Source: an optimization exercise on an open RTL-to-GDS flow (aim: small area and a short achievable clock period). Production flows keep margins and buffers that such runs may drop.
RTL that was checked went through simulation tests only; none was proved equivalent to the original.
Power and IR drop assume default switching activity.

Design cpu, start of the top module:
module cpu (
  input  logic          clk,
  input  logic          reset,
  output logic [15:0]   bAddr,
  input  logic [15:0]   bMemRead,
  output logic [15:0]   aAddr,
  input  logic [15:0]   aMemRead,
  output logic [15:0]   ifPc,
  output logic [15:0]   ifIr,
  output logic [15:0]   exCalResult,
  output logic [1:0]    exMemControl,
  output logic [3:0]    meRegisterT,
  output logic          meWriteEnable,
  output logic [15:0]   meCalResult,
  output logic          tFlag,
  output logic [175:0]  registerValue
);
  logic [15:0] pc;
  logic [15:0] idIr;
  logic        inDelaySlot;
  logic [3:0]  exRegisterT;
  logic        exWriteEnable;
  logic        exLoad;
  logic [15:0] regs [11];
  logic [15:0] opS, opM;
  logic        sFromEx, sFromMe, mFromEx, mFromMe;
  logic [3:0] op;
  assign op = idIr[15:12];
  logic isAdd, isSub, isAnd, isOr, isXor, isMovi, isAddi, isCmpEq, isCmpGt, isLoad;
  logic isBt, isBf, isJr;
  assign isAdd   = op == 4'd1;
  assign isSub   = op == 4'd2;
  assign isAnd   = op == 4'd3;
  assign isOr    = op == 4'd4;
  assign isXor   = op == 4'd5;
  assign isMovi  = op == 4'd6;
  assign isAddi  = op == 4'd7;
  assign isCmpEq = op == 4'd8;
  assign isCmpGt = op == 4'd9;
  assign isLoad  = op == 4'd10;
  assign isBt    = op == 4'd11;
  assign isBf    = op == 4'd12;
  assign isJr    = op == 4'd13;
  logic decWriteEnable;
  assign decWriteEnable = (op >= 4'd1 && op <= 4'd7) || isLoad;
  logic [15:0] rs, rm;
  assign rs = sFromEx ? exCalResult : (sFromMe ? meCalResult : opS);
  assign rm = mFromEx ? exCalResult : (mFromMe ? meCalResult : opM);
  ...
Settings: LEC_CHECK=0, CAP_MARGIN=20, CORE_MARGIN=2, CORE_UTILIZATION=40, SETUP_SLACK_MARGIN=3.1, SLEW_MARGIN=20; clock period 6.0 ns.
standard.sh (not shown) runs the stock make flow with config.mk's settings and CLKGATE_MAP_FILE= SYNTH_SCRIPT=/design/flow/synth_recipe.tcl, a recipe that flattens the netlist after the stock synthesis.
==> flow/flow/run.sh <==
#!/bin/bash
# The standard layout, with these changes:
#  - synthesis: flow/my_synth.tcl (abc scripts flow/map.abc for the adder
#    modules, flow/top.abc for the rest; no full/half adder cells);
#  - ports are buffered with the smallest buffer instead of a delay cell;
#  - after global placement, flow/split_feedthrough.tcl gives the fetch
#    logic behind each bMemRead input buffer a buffer of its own;
#  - clock tree synthesis without dummy loads, with clkbuf_4 only.
# Everything else (floorplan, tap cells, power grid, placement, CTS,
# routing) is the standard flow's own flow, run through standard.sh.
set -euo pipefail
here=$(pwd)
bash standard.sh ADDER_MAP_FILE= SYNTH_SCRIPT="$here/flow/my_synth.tcl" \
  "BUFFER_PORTS_ARGS=-buffer_cell sky130_fd_sc_hd__buf_1" \
  "POST_GLOBAL_PLACE_TCL=$here/flow/split_feedthrough.tcl" \
  "CTS_ARGS=-sink_clustering_enable -repair_clock_nets -dont_use_dummy_load -sink_clustering_size 20 -buf_list sky130_fd_sc_hd__clkbuf_4" \
  finish > "$here/standard_flow.log" 2>&1
Other scripts of this flow, unchanged in this note and not shown: flow/flow/map.abc, flow/flow/my_synth.tcl, flow/flow/split_feedthrough.tcl, flow/flow/top.abc
Then changed:
--- a/flow/design.v
+++ b/flow/design.v
@@ -29,19 +29,16 @@
 module adder16 (
   input  logic [15:0] a,
   input  logic [15:0] b,
   input  logic        cin,
   input  logic        selSum,
   input  logic [15:0] other,
   input  logic        rmSign,
   input  logic        cmpGt,
-  input  logic        tWrite,
-  input  logic        tNow,
-  input  logic        reset,
   output logic [15:0] result,
   output logic        tNext,
   output logic [15:0] andAB,
   output logic [15:0] xorAB
 );
   logic [15:0] g, p, gp, sum;
   logic        eq, tIfCarry, tIfNoCarry;
   assign andAB = a & b;
@@ -58,22 +55,19 @@
           gp[i] = gp[i] & gp[((i >> l) << l) - 1];
         end
       end
     end
   end
   assign sum    = p ^ {g[14:0], cin};
   assign result = selSum ? sum : other;
   assign eq         = xorAB == 16'd0;
-  logic cmpIfCarry, cmpIfNoCarry;
-  assign cmpIfCarry   = (cmpGt & (!a[15] | rmSign)) | (!cmpGt & eq);
-  assign cmpIfNoCarry = (cmpGt & (!a[15] & rmSign)) | (!cmpGt & eq);
-  assign tIfCarry     = !reset & ((tWrite & cmpIfCarry) | (!tWrite & tNow));
-  assign tIfNoCarry   = !reset & ((tWrite & cmpIfNoCarry) | (!tWrite & tNow));
-  assign tNext        = (g[14] & tIfCarry) | (!g[14] & tIfNoCarry);
+  assign tIfCarry   = cmpGt ? (!a[15] || rmSign) : eq;
+  assign tIfNoCarry = cmpGt ? (!a[15] && rmSign) : eq;
+  assign tNext      = g[14] ? tIfCarry : tIfNoCarry;
 endmodule
 module addS8 (
   input  logic [15:0] a,
   input  logic [7:0]  b,
   output logic [15:0] y
 );
   logic [7:0] g, p, gp, hi, inc, dec;
   logic       allOnes, allZeros, carry;
@@ -159,18 +153,17 @@
   logic        selSum, selG, selP, selRm, tNext;
   assign bOp = rm ^ {16{invert}};
   assign selSum = isAdd || isAddi || isSub;
   assign selG   = isAnd || isOr;
   assign selP   = isXor || isOr;
   assign selRm  = !(selSum || selG || selP);
   assign other  = ({16{selG}} & g) | ({16{selP}} & p) | ({16{selRm}} & rm);
   adder16 aluAdder (.a(rs), .b(bOp), .cin(carryIn), .selSum(selSum), .other(other),
-                    .rmSign(rm[15]), .cmpGt(isCmpGt), .tWrite(isCmpEq || isCmpGt), .tNow(tFlag),
-                    .reset(reset), .result(result), .tNext(tNext),
+                    .rmSign(rm[15]), .cmpGt(isCmpGt), .result(result), .tNext(tNext),
                     .andAB(g), .xorAB(p));
   logic [7:0] immA;
   always_comb begin
     if (isMovi)      immA = idIr[7:0];
     else if (isAddi) immA = {{4{idIr[3]}}, idIr[3:0]};
     else if (isLoad) immA = {4'b0, idIr[3:0]};
     else             immA = 8'd0;
   end
@@ -208,24 +201,25 @@
   end
   assign immM = nxtIr[12] ? {{12{nxtIr[3]}}, nxtIr[3:0]} : {{8{nxtIr[7]}}, nxtIr[7:0]};
   always_ff @(posedge clk) begin
     if (reset) begin
       pc            <= 16'd0;
       exWriteEnable <= 1'b0;
       meWriteEnable <= 1'b0;
       meCalResult   <= 16'd0;
+      tFlag         <= 1'b0;
     end else begin
+      if (isCmpEq || isCmpGt) tFlag <= tNext;
       pc            <= jumpReg ? rs : pcAdd;
       exWriteEnable <= decWriteEnable;
       meWriteEnable <= exWriteEnable;
       meCalResult   <= exLoad ? aMemRead : exCalResult;
     end
     idIr        <= nxtIr;
-    tFlag       <= tNext;
     invert      <= nxtIr[15:12] == 4'd2 || nxtIr[15:12] == 4'd9;
     carryIn     <= nxtIr[15:12] == 4'd2;
     inDelaySlot <= jumpRel || jumpReg;
     exLoad      <= isLoad;
     opS         <= readS;
     opM         <= nImm ? immM : readM;
     sFromEx     <= nS < 4'd11 && decWriteEnable && idIr[11:8] == nS;
     sFromMe     <= nS < 4'd11 && exWriteEnable && exRegisterT == nS;
Total power came out lower by 0.67%.
Global-route usage came out lower by 0.30 points.
Clock skew came out higher by 0.0049 ns.
Register-to-register slack gets worse by 0.05 ns.
Die area came out lower by 0.71%.
Routed wire length came out lower by 0.66%.
Utilization came out higher by 0.21 points.
Via count came out higher by 0.49%.
Maximum frequency came out higher by 1.0%.
Setup slack gets better by 0.029 ns.
Worst hold slack stays flat.
Function not checked in the second run of this note: the RTL went through the layout flow alone.

========
The RTL this note starts from:
==> flow/design.v <==
`timescale 1ns/1ns
package cpuPkg;
  typedef logic [16-1:0] word_t;
  typedef logic [3:0] regIndex_t;
  typedef enum logic [3:0] {
    OP_NOP   = 4'd0,
    OP_ADD   = 4'd1,
    OP_SUB   = 4'd2,
    OP_AND   = 4'd3,
    OP_OR    = 4'd4,
    OP_XOR   = 4'd5,
    OP_MOVI  = 4'd6,
    OP_ADDI  = 4'd7,
    OP_CMPEQ = 4'd8,
    OP_CMPGT = 4'd9,
    OP_LOAD  = 4'd10,
    OP_BT    = 4'd11,
    OP_BF    = 4'd12,
    OP_JR    = 4'd13
  } opcode_t;
  typedef enum logic [2:0] {
    ALU_PASS, ALU_ADD, ALU_SUB, ALU_AND, ALU_OR, ALU_XOR, ALU_CMPEQ, ALU_CMPGT
  } aluOp_t;
  typedef enum logic [1:0] {MEM_NONE, MEM_LOAD} memOp_t;
  typedef enum logic [2:0] {JUMP_NONE, JUMP_REL, JUMP_REG} jumpOp_t;
  typedef enum logic [1:0] {BYP_FILE, BYP_EX, BYP_ME, BYP_IMM} bypassSel_t;
endpackage
`timescale 1ns/1ns
module cpu (
  input  logic          clk,
  input  logic          reset,
  output logic [15:0]   bAddr,
  input  logic [15:0]   bMemRead,
  output logic [15:0]   aAddr,
  input  logic [15:0]   aMemRead,
  output logic [15:0]   ifPc,
  output logic [15:0]   ifIr,
  output logic [15:0]   exCalResult,
  output logic [1:0]    exMemControl,
  output logic [3:0]    meRegisterT,
  output logic          meWriteEnable,
  output logic [15:0]   meCalResult,
  output logic          tFlag,
  output logic [175:0]  registerValue
);
  function automatic logic [16:0] carries16(input logic [15:0] a, input logic [15:0] b, input logic cin);
    logic [15:0] g, p;
    g = a & b;
    p = a ^ b;
    g[0] = g[0] | (p[0] & cin);
    for (int l = 0; l < 4; l++) begin
      for (int i = 15; i >= 0; i--) begin
        if (((i >> l) & 1) == 1) begin
          g[i] = g[i] | (p[i] & g[((i >> l) << l) - 1]);
          p[i] = p[i] & p[((i >> l) << l) - 1];
        end
      end
    end
    carries16 = {g, cin};
  endfunction
  function automatic logic [8:0] carries8(input logic [7:0] a, input logic [7:0] b);
    logic [7:0] g, p;
    g = a & b;
    p = a ^ b;
    for (int l = 0; l < 3; l++) begin
      for (int i = 7; i >= 0; i--) begin
        if (((i >> l) & 1) == 1) begin
          g[i] = g[i] | (p[i] & g[((i >> l) << l) - 1]);
          p[i] = p[i] & p[((i >> l) << l) - 1];
        end
      end
    end
    carries8 = {g, 1'b0};
  endfunction
  function automatic logic [15:0] addS8(input logic [15:0] a, input logic [7:0] b);
    logic [8:0] c;
    logic [7:0] lo, hi, inc, dec;
    logic       allOnes, allZeros;
    c  = carries8(a[7:0], b);
    lo = a[7:0] ^ b ^ c[7:0];
    hi = a[15:8];
    allOnes  = 1'b1;
    allZeros = 1'b1;
    for (int i = 0; i < 8; i++) begin
      inc[i]   = hi[i] ^ allOnes;
      dec[i]   = hi[i] ^ allZeros;
      allOnes  = allOnes & hi[i];
      allZeros = allZeros & !hi[i];
    end
    if (c[8] && !b[7])      addS8 = {inc, lo};
    else if (!c[8] && b[7]) addS8 = {dec, lo};
    else                    addS8 = {hi, lo};
  endfunction
  logic [15:0] pc;
  logic [15:0] idIr;
  logic        inDelaySlot;
  logic [3:0]  exRegisterT;
  logic        exWriteEnable;
  logic        exLoad;
  logic [15:0] regs [11];
  logic [15:0] opS, opM;
  logic        sFromEx, sFromMe, mFromEx, mFromMe;
  logic [3:0] op;
  assign op = idIr[15:12];
  logic isAdd, isSub, isAnd, isOr, isXor, isMovi, isAddi, isCmpEq, isCmpGt, isLoad;
  logic isBt, isBf, isJr;
  assign isAdd   = op == 4'd1;
  assign isSub   = op == 4'd2;
  assign isAnd   = op == 4'd3;
  assign isOr    = op == 4'd4;
  assign isXor   = op == 4'd5;
  assign isMovi  = op == 4'd6;
  assign isAddi  = op == 4'd7;
  assign isCmpEq = op == 4'd8;
  assign isCmpGt = op == 4'd9;
  assign isLoad  = op == 4'd10;
  assign isBt    = op == 4'd11;
  assign isBf    = op == 4'd12;
  assign isJr    = op == 4'd13;
  logic decWriteEnable;
  assign decWriteEnable = (op >= 4'd1 && op <= 4'd7) || isLoad;
  logic [15:0] rs, rm;
  assign rs = sFromEx ? exCalResult : (sFromMe ? meCalResult : opS);
  assign rm = mFromEx ? exCalResult : (mFromMe ? meCalResult : opM);
  logic        invert;
  logic [15:0] bOp, p, g, sum;
  logic [16:0] c;
  assign invert = isSub || isCmpGt;
  assign bOp    = rm ^ {16{invert}};
  assign p      = rs ^ bOp;
  assign g      = rs & bOp;
  assign c      = carries16(rs, bOp, isSub);
  assign sum    = p ^ c[15:0];
  logic gt, eq;
  assign gt = (!rs[15] && rm[15]) || ((!rs[15] || rm[15]) && c[15]);
  assign eq = p == 16'd0;
  logic [15:0] result;
  always_comb begin
    if (isAdd || isAddi || isSub) result = sum;
    else if (isAnd)               result = g;
    else if (isOr)                result = p | g;
    else if (isXor)               result = p;
    else                          result = rm;
  end
  logic tNext;
  assign tNext = isCmpGt ? gt : eq;
  logic [7:0] immA;
  always_comb begin
    if (isMovi)      immA = idIr[7:0];
    else if (isAddi) immA = {{4{idIr[3]}}, idIr[3:0]};
    else if (isLoad) immA = {4'b0, idIr[3:0]};
    else             immA = 8'd0;
  end
  logic jumpRel, jumpReg;
  assign jumpRel = !inDelaySlot && ((isBt && tFlag) || (isBf && !tFlag));
  assign jumpReg = !inDelaySlot && isJr;
  logic [15:0] pcAdd;
  assign pcAdd = addS8(pc, jumpRel ? idIr[7:0] : 8'd1);
  logic [15:0] nxtIr;
  assign nxtIr = reset ? 16'd0 : bMemRead;
  logic [3:0] nS, nM;
  logic       nImm;
  assign nS   = bMemRead[7:4];
  assign nM   = bMemRead[3:0];
  assign nImm = nxtIr[15:13] == 3'b011;   
  logic [15:0] readS, readM, immM;
  logic sMeHit, mMeHit;
  assign sMeHit = meWriteEnable && meRegisterT == nS;
  assign mMeHit = meWriteEnable && meRegisterT == nM;
  always_comb begin
    readS = sMeHit && nS < 4'd11 ? meCalResult : 16'd0;
    readM = mMeHit && nM < 4'd11 ? meCalResult : 16'd0;
    for (int i = 0; i < 11; i++) begin
      readS = readS | ({16{nS == 4'(i) && !sMeHit}} & regs[i]);
      readM = readM | ({16{nM == 4'(i) && !mMeHit}} & regs[i]);
    end
  end
  assign immM = nxtIr[12] ? {{12{nxtIr[3]}}, nxtIr[3:0]} : {{8{nxtIr[7]}}, nxtIr[7:0]};
  always_ff @(posedge clk) begin
    if (reset) begin
      pc            <= 16'd0;
      exWriteEnable <= 1'b0;
      meWriteEnable <= 1'b0;
      tFlag         <= 1'b0;
      meCalResult   <= 16'd0;
    end else begin
      pc            <= jumpReg ? rs : pcAdd;
      exWriteEnable <= decWriteEnable;
      meWriteEnable <= exWriteEnable;
      if (isCmpEq || isCmpGt) tFlag <= tNext;
      meCalResult   <= exLoad ? aMemRead : exCalResult;
    end
    idIr        <= nxtIr;
    inDelaySlot <= jumpRel || jumpReg;
    exLoad      <= isLoad;
    opS         <= readS;
    opM         <= nImm ? immM : readM;
    sFromEx     <= nS < 4'd11 && decWriteEnable && idIr[11:8] == nS;
    sFromMe     <= nS < 4'd11 && exWriteEnable && exRegisterT == nS;
    mFromEx     <= !nImm && nM < 4'd11 && decWriteEnable && idIr[11:8] == nM;
    mFromMe     <= !nImm && nM < 4'd11 && exWriteEnable && exRegisterT == nM;
    exCalResult <= result;
    exRegisterT <= idIr[11:8];
    aAddr       <= addS8(rs, immA);
    meRegisterT <= exRegisterT;
  end
  logic [15:0] writeValue;
  assign writeValue = reset ? 16'd0 : meCalResult;
  always_ff @(posedge clk) begin
    for (int i = 0; i < 11; i++) begin
      if (reset || (meWriteEnable && meRegisterT == 4'(i))) regs[i] <= writeValue;
    end
  end
  always_comb begin
    for (int i = 0; i < 11; i++) registerValue[16*i +: 16] = regs[i];
  end
  assign bAddr        = pc;
  assign ifPc         = pc;
  assign ifIr         = bMemRead;
  assign exMemControl = {1'b0, exLoad};
endmodule
make LEC_CHECK=0 CAP_MARGIN=20 CORE_MARGIN=2 CORE_UTILIZATION=40 SETUP_SLACK_MARGIN=3.0 SLEW_MARGIN=20 finish   # period 6.0 ns
run.sh (not shown) runs the stock make flow with config.mk's settings and CLKGATE_MAP_FILE= SYNTH_SCRIPT=/design/flow/synth_recipe.tcl, a recipe that flattens the netlist after the stock synthesis.
Stock flow here: none of the scripts above is used.
The starting point produced a clean layout.
Then changed:
--- a/flow/design.v
+++ b/flow/design.v
@@ -122,14 +122,13 @@
   logic [15:0] rs, rm;
   assign rs = sFromEx ? exCalResult : (sFromMe ? meCalResult : opS);
   assign rm = mFromEx ? exCalResult : (mFromMe ? meCalResult : opM);
-  logic        invert;
+  logic        invert, carryIn;
   logic [15:0] bOp, p, g, sum;
   logic [16:0] c;
-  assign invert = isSub || isCmpGt;
   assign bOp    = rm ^ {16{invert}};
   assign p      = rs ^ bOp;
   assign g      = rs & bOp;
-  assign c      = carries16(rs, bOp, isSub);
+  assign c      = carries16(rs, bOp, carryIn);
   assign sum    = p ^ c[15:0];
   logic gt, eq;
   assign gt = (!rs[15] && rm[15]) || ((!rs[15] || rm[15]) && c[15]);
@@ -191,6 +190,8 @@
       meCalResult   <= exLoad ? aMemRead : exCalResult;
     end
     idIr        <= nxtIr;
+    invert      <= nxtIr[15:12] == 4'd2 || nxtIr[15:12] == 4'd9;
+    carryIn     <= nxtIr[15:12] == 4'd2;
     inDelaySlot <= jumpRel || jumpReg;
     exLoad      <= isLoad;
     opS         <= readS;
The changed run finished with timing, DRC and antenna clean; clock skew stays flat; setup slack is worse by 0.067 ns; via count stays flat; count of clock-buffer cells in the layout rises by 3; area after synthesis rises slightly; wire length rises by a few percent; cell area falls slightly; power falls slightly; combinational power stays flat; core utilization falls by 1.4 points; maximum frequency falls by a few percent; first-iteration DRC count rises by a little under a tenth; final cell count hardly moves; flip-flop and latch count rises by 2.
Function was not checked in any run of this note: the RTL went through the layout flow alone.

-- port drivers added, routing unchanged --
In the flow no input, the clock included, has a driving cell. The finished layouts below were timed again as built, in two steps.
Step 1: set_driving_cell puts a clkbuf_16 on clk and a buf_2 on each other input, an assumption about the parent block.
Step 2, shift: input delay + t, output delay - t, t = (earliest + latest rising clock arrival at the registers) / 2. This alone moves slack from input paths to output paths.
Three values: ideal ports, drivers, drivers and shift; two values: the first two.
| run | t, ns | setup WS [ns] | cell pins on the clock port's net |
|---|---|---|---|
| the first run of note 1 | 0.794 | 3.118 / 3.089 / 2.391 | 1 |
| the second run of note 1 | 0.790 | 3.147 / 3.124 / 2.378 | 1 |
| the first run of note 2 | 0.589 | 2.775 / 2.775 / 2.447 | 1 |
| the second run of note 2 | 0.609 | 2.708 / 2.708 / 2.481 | 1 |
After both steps setup and hold are still met in every run listed. The setup slack of the second run of note 1, which loses most, moves by -0.023 ns with the drivers and by -0.769 ns with both steps.
